This is an optimization exercise on Yosys and OpenROAD, whose aim is small area, not a production implementation.
In this exercise RTL edits were held to simulation tests only and were not proved equivalent to the original.
Power and IR drop assume default switching activity. The clock port is modelled as an ideal driver; clocking choices that lean on that would not hold on a real chip.

== garnet ==
==> flow/design.v (excerpt) <==
module scope_top (
  input  logic                                CLOCK_50,
  input  logic                                hps_fpga_reset_n,
  input  logic [scope_cfg_pkg::adc_width-1:0] adc_bus,
  output logic                                hold_n,
  output logic                                convt,
  output scope_types_pkg::mbox_addr_t         mbox_addr,
  input  scope_types_pkg::mbox_word_u         mbox_rdata,
  input  logic                                host_reading,
  output scope_types_pkg::buf_addr_t          host_addr,
  output logic                                host_write,
  output scope_types_pkg::host_word_t         host_wdata,
  output logic                                host_busy
);
Size: roughly 7300 cells after synthesis, roughly 5200 flip-flops, roughly 80 I/O pins, about 110000 sq um of cells after synthesis.
make LEC_CHECK=0 ABC_AREA=1 CAP_MARGIN=20 CORE_MARGIN=2 CORE_UTILIZATION=65 CTS_BUF_LIST=sky130_fd_sc_hd__clkbuf_8 CTS_CLUSTER_DIAMETER=50 CTS_CLUSTER_SIZE=16 SLEW_MARGIN=20 SYNTH_MEMORY_MAX_BITS=8192 finish   # period 10.0 ns
run.sh (not shown) runs the stock make flow with config.mk's settings and CLKGATE_MAP_FILE= SYNTH_SCRIPT=/design/flow/synth_recipe.tcl, a recipe that flattens the netlist after the stock synthesis.
Here is what was changed in the inputs of juniper compared with garnet.
diff --git a/flow/config.mk b/flow/config.mk
--- a/flow/config.mk
+++ b/flow/config.mk
@@ -10,7 +10,7 @@
 export CORE_MARGIN = 2
 export CORE_UTILIZATION = 65
-export CTS_BUF_LIST = sky130_fd_sc_hd__clkbuf_8
-export CTS_CLUSTER_DIAMETER = 50
-export CTS_CLUSTER_SIZE = 16
+export CTS_BUF_LIST = sky130_fd_sc_hd__clkbuf_16
+export CTS_CLUSTER_DIAMETER = 80
+export CTS_CLUSTER_SIZE = 32
 export SLEW_MARGIN = 20
 export SYNTH_MEMORY_MAX_BITS = 8192
Findings:
juniper did not stop at any stage, and its layout met the timing, DRC and antenna checks.
juniper ends up with a met3 layer usage reported by global route that is 0.39 points lower than in garnet.
Cells: juniper has fewer instances than garnet
On area of the multi-input gates, garnet and juniper are basically level.
garnet -> juniper: wire length on met1 flat
Summary — shortest clock period the worst path allows after layout, juniper relative to garnet: lower, by 0.15 ns.
Design area in juniper is 730 sq um below garnet.
juniper vs garnet, internal portion of total power went down by about 0.4%.
Changes observed in juniper relative to garnet: routed wire length went down by 1.1%; worst setup skew after layout went down by 0.0071 ns; clock network fraction of total power went down by 0.8 points.
#### Input delta (tundra over juniper)
==> flow/flow/run.sh (new file) <==
#!/bin/bash
# Standard layout, with two changes: port buffers use the smallest buffer, and clock tree
# synthesis inserts no dummy loads. Each tool's output goes to a log file in this folder.
set -e
cp standard.sh standard_sh.log.txt 2>/dev/null || true
export BUFFER_PORTS_ARGS="-buffer_cell sky130_fd_sc_hd__buf_1"
export CTS_ARGS="-sink_clustering_enable -repair_clock_nets -sink_clustering_size 32 -sink_clustering_max_diameter 80 -buf_list sky130_fd_sc_hd__clkbuf_16 -dont_use_dummy_load"
bash standard.sh > standard.log 2>&1
==> flow/standard.sh (new file) <==
#!/bin/bash
# synth_recipe.tcl (not shown) runs the flow's synth.tcl, then flattens the netlist and writes it again
# the make line also repeats each setting of config.mk as NAME=value (left out here)
make -C /OpenROAD-flow-scripts/flow DESIGN_CONFIG=/design/flow/config.mk WORK_HOME=/design/flow/orfs CLKGATE_MAP_FILE= SYNTH_SCRIPT=/design/flow/synth_recipe.tcl "${@:-finish}"
removed: flow/run.sh
[summary]
Compared with juniper, tundra shows a higher fmax.
Diff juniper -> tundra: number of slew-limit violations in the final report was more or less identical; core utilization went down by 0.41 points; clock network power share went down by 0.7 points.
Summary — via count of the first global-routing pass, tundra relative to juniper: lower, by 794.
Compared with juniper, tundra has extra setup slack.
Going from juniper to tundra, fill cell instance count of the final layout grows by 41.
Per the comparison of tundra with juniper, count of buffer and inverter cells on the critical path now sits lower, minimum clock period now sits lower, cell area after layout now sits lower.
[tundra] met1 layer wirelength in the final routing rose about 1.3% relative to juniper

* * *

Another version of the RTL of scope_top (not shown whole).
Size in the first run: ~7300 cells after synthesis, ~5100 flip-flops, about 80 I/O pins.
Settings: LEC_CHECK=0, ABC_AREA=1, CAP_MARGIN=20, CORE_MARGIN=2, CORE_UTILIZATION=65, CTS_BUF_LIST=sky130_fd_sc_hd__clkbuf_16, CTS_CLUSTER_DIAMETER=80, CTS_CLUSTER_SIZE=32, SLEW_MARGIN=20, SYNTH_MEMORY_MAX_BITS=8192; clock period 10.0 ns.
standard.sh (not shown) runs the stock make flow with config.mk's settings and CLKGATE_MAP_FILE= SYNTH_SCRIPT=/design/flow/synth_recipe.tcl, a recipe that flattens the netlist after the stock synthesis.
==> flow/flow/run.sh <==
#!/bin/bash
# Standard layout, with two changes: port buffers use the smallest buffer, and clock tree
# synthesis inserts no dummy loads. Each tool's output goes to a log file in this folder.
set -e

export BUFFER_PORTS_ARGS="-buffer_cell sky130_fd_sc_hd__buf_1"
export CTS_ARGS="-sink_clustering_enable -repair_clock_nets -sink_clustering_size 32 -sink_clustering_max_diameter 80 -buf_list sky130_fd_sc_hd__clkbuf_16 -dont_use_dummy_load"
bash standard.sh > standard.log 2>&1
Next try:
--- a/flow/flow/run.sh
+++ b/flow/flow/run.sh
@@ -7 +7 @@
-export CTS_ARGS="-sink_clustering_enable -repair_clock_nets -sink_clustering_size 32 -sink_clustering_max_diameter 80 -buf_list sky130_fd_sc_hd__clkbuf_16 -dont_use_dummy_load"
+export CTS_ARGS="-sink_clustering_enable -repair_clock_nets -sink_clustering_size 35 -sink_clustering_max_diameter 70 -buf_list sky130_fd_sc_hd__clkbuf_16 -dont_use_dummy_load"
CTS_BUF_LIST = default   (was sky130_fd_sc_hd__clkbuf_16)
CTS_CLUSTER_DIAMETER = default   (was 80)
CTS_CLUSTER_SIZE = default   (was 32)
GPL_TIMING_DRIVEN = 0   (was default)
TNS_END_PERCENT = 0   (was default)
Area after synthesis stays the same.
Synthesized cell count does not change.
Wire length grows by a few percent.
Setup slack loses 0.57 ns.
Via count went up slightly.
Cell area came out higher slightly.
Core utilization rose by 0.30 points.
Clock-buffer cell count goes down by 6.
Total power went down slightly.
Next try:
CAP_MARGIN = 0   (was 20)
GPL_TIMING_DRIVEN = default   (was 0)
SLEW_MARGIN = 0   (was 20)
TNS_END_PERCENT = default   (was 0)
Outcome: The new run finished clean; sequential share of layout area rose by 0.53 points; clock-buffer cell count falls by 3; sequential cell count is unchanged; via count is lower by about 2%; utilization fell by 0.44 points; area after synthesis does not change; routed wire length drops by 4.0%; final area fell by 0.63%; synthesized cell count is unchanged.
Next try:
==> flow/run.sh (new file) <==
#!/bin/bash
# synth_recipe.tcl (not shown) runs the flow's synth.tcl, then flattens the netlist and writes it again
# the make line also repeats each setting of config.mk as NAME=value (left out here)
make -C /OpenROAD-flow-scripts/flow DESIGN_CONFIG=/design/flow/config.mk WORK_HOME=/design/flow/orfs CLKGATE_MAP_FILE= SYNTH_SCRIPT=/design/flow/synth_recipe.tcl finish
CAP_MARGIN = 20   (was 0)
CTS_BUF_LIST = sky130_fd_sc_hd__clkbuf_16   (was default)
CTS_CLUSTER_DIAMETER = 80   (was default)
CTS_CLUSTER_SIZE = 32   (was default)
SLEW_MARGIN = 20   (was 0)
removed: flow/flow/run.sh
removed: flow/standard.sh
Result: Hold slack gains 0.047 ns. Clock power increases by 4.6%. Clock skew decreases by 0.044 ns. Setup slack loses 0.40 ns. Routed wire length is about the same. Count of clock-buffer cells in the layout increases by 14. Design area increases by 0.77%. Fmax decreases by 5.9%. Final cell count increases by 0.37%. Area after synthesis does not change. Total power increases by 1.3%.
Next try:
==> flow/flow/run.sh (new file) <==
#!/bin/bash
# Standard layout, with two changes: port buffers use the smallest buffer, and clock tree
# synthesis inserts no dummy loads. Each tool's output goes to a log file in this folder.
set -e

export BUFFER_PORTS_ARGS="-buffer_cell sky130_fd_sc_hd__buf_1"
export CTS_ARGS="-sink_clustering_enable -repair_clock_nets -sink_clustering_size 38 -sink_clustering_max_diameter 50 -buf_list sky130_fd_sc_hd__clkbuf_16 -dont_use_dummy_load"
bash standard.sh > standard.log 2>&1
==> flow/standard.sh (new file) <==
#!/bin/bash
# synth_recipe.tcl (not shown) runs the flow's synth.tcl, then flattens the netlist and writes it again
# the make line also repeats each setting of config.mk as NAME=value (left out here)
make -C /OpenROAD-flow-scripts/flow DESIGN_CONFIG=/design/flow/config.mk WORK_HOME=/design/flow/orfs CLKGATE_MAP_FILE= SYNTH_SCRIPT=/design/flow/synth_recipe.tcl "${@:-finish}"
removed: flow/run.sh
- clock power grows by about 8%
- worst hold slack loses 0.056 ns
- setup slack gains 0.30 ns
- power grows by about 2.4%
- synthesized area stays the same
- utilization grows by 0.29 points
- clock skew grows by 0.060 ns
- global-route usage barely changes

afterwards: timing with drivers on the ports:
The results above use ideal ports. As a check the final layouts listed here were re-extracted and re-timed, cells and wires unchanged. Step 1, drivers: a clkbuf_16 drives CLOCK_50 and a buf_2 each remaining input, both assumed. Step 2 also shifts input and output timing later by t, the mid clock arrival at the registers, as if the neighbouring blocks saw the same clock. Three values: no drivers, after step 1, after step 2; two values: the first two.
run | shift t [ns] | slack for setup (ns) | worst setup path after step 2
garnet | 1.120 | 3.021 / 2.947 / 4.067 | register to output
juniper | 0.925 | 3.171 / 3.082 / 4.007 | register to output
tundra | 0.893 | 3.600 / 3.517 / 4.411 | register to output
the first run of note 2 | 0.896 | 3.436 / 3.354 / 4.250 | register to output
the second run of note 2 | 0.905 | 2.866 / 2.774 / 3.679 | register to output
the third run of note 2 | 0.892 | 3.597 / 3.514 / 4.406 | register to output
the fourth run of note 2 | 0.923 | 3.199 / 3.115 / 4.038 | register to output
the fifth run of note 2 | 0.930 | 3.501 / 3.416 / 4.347 | register to output
After both steps every run listed still meets setup and hold.
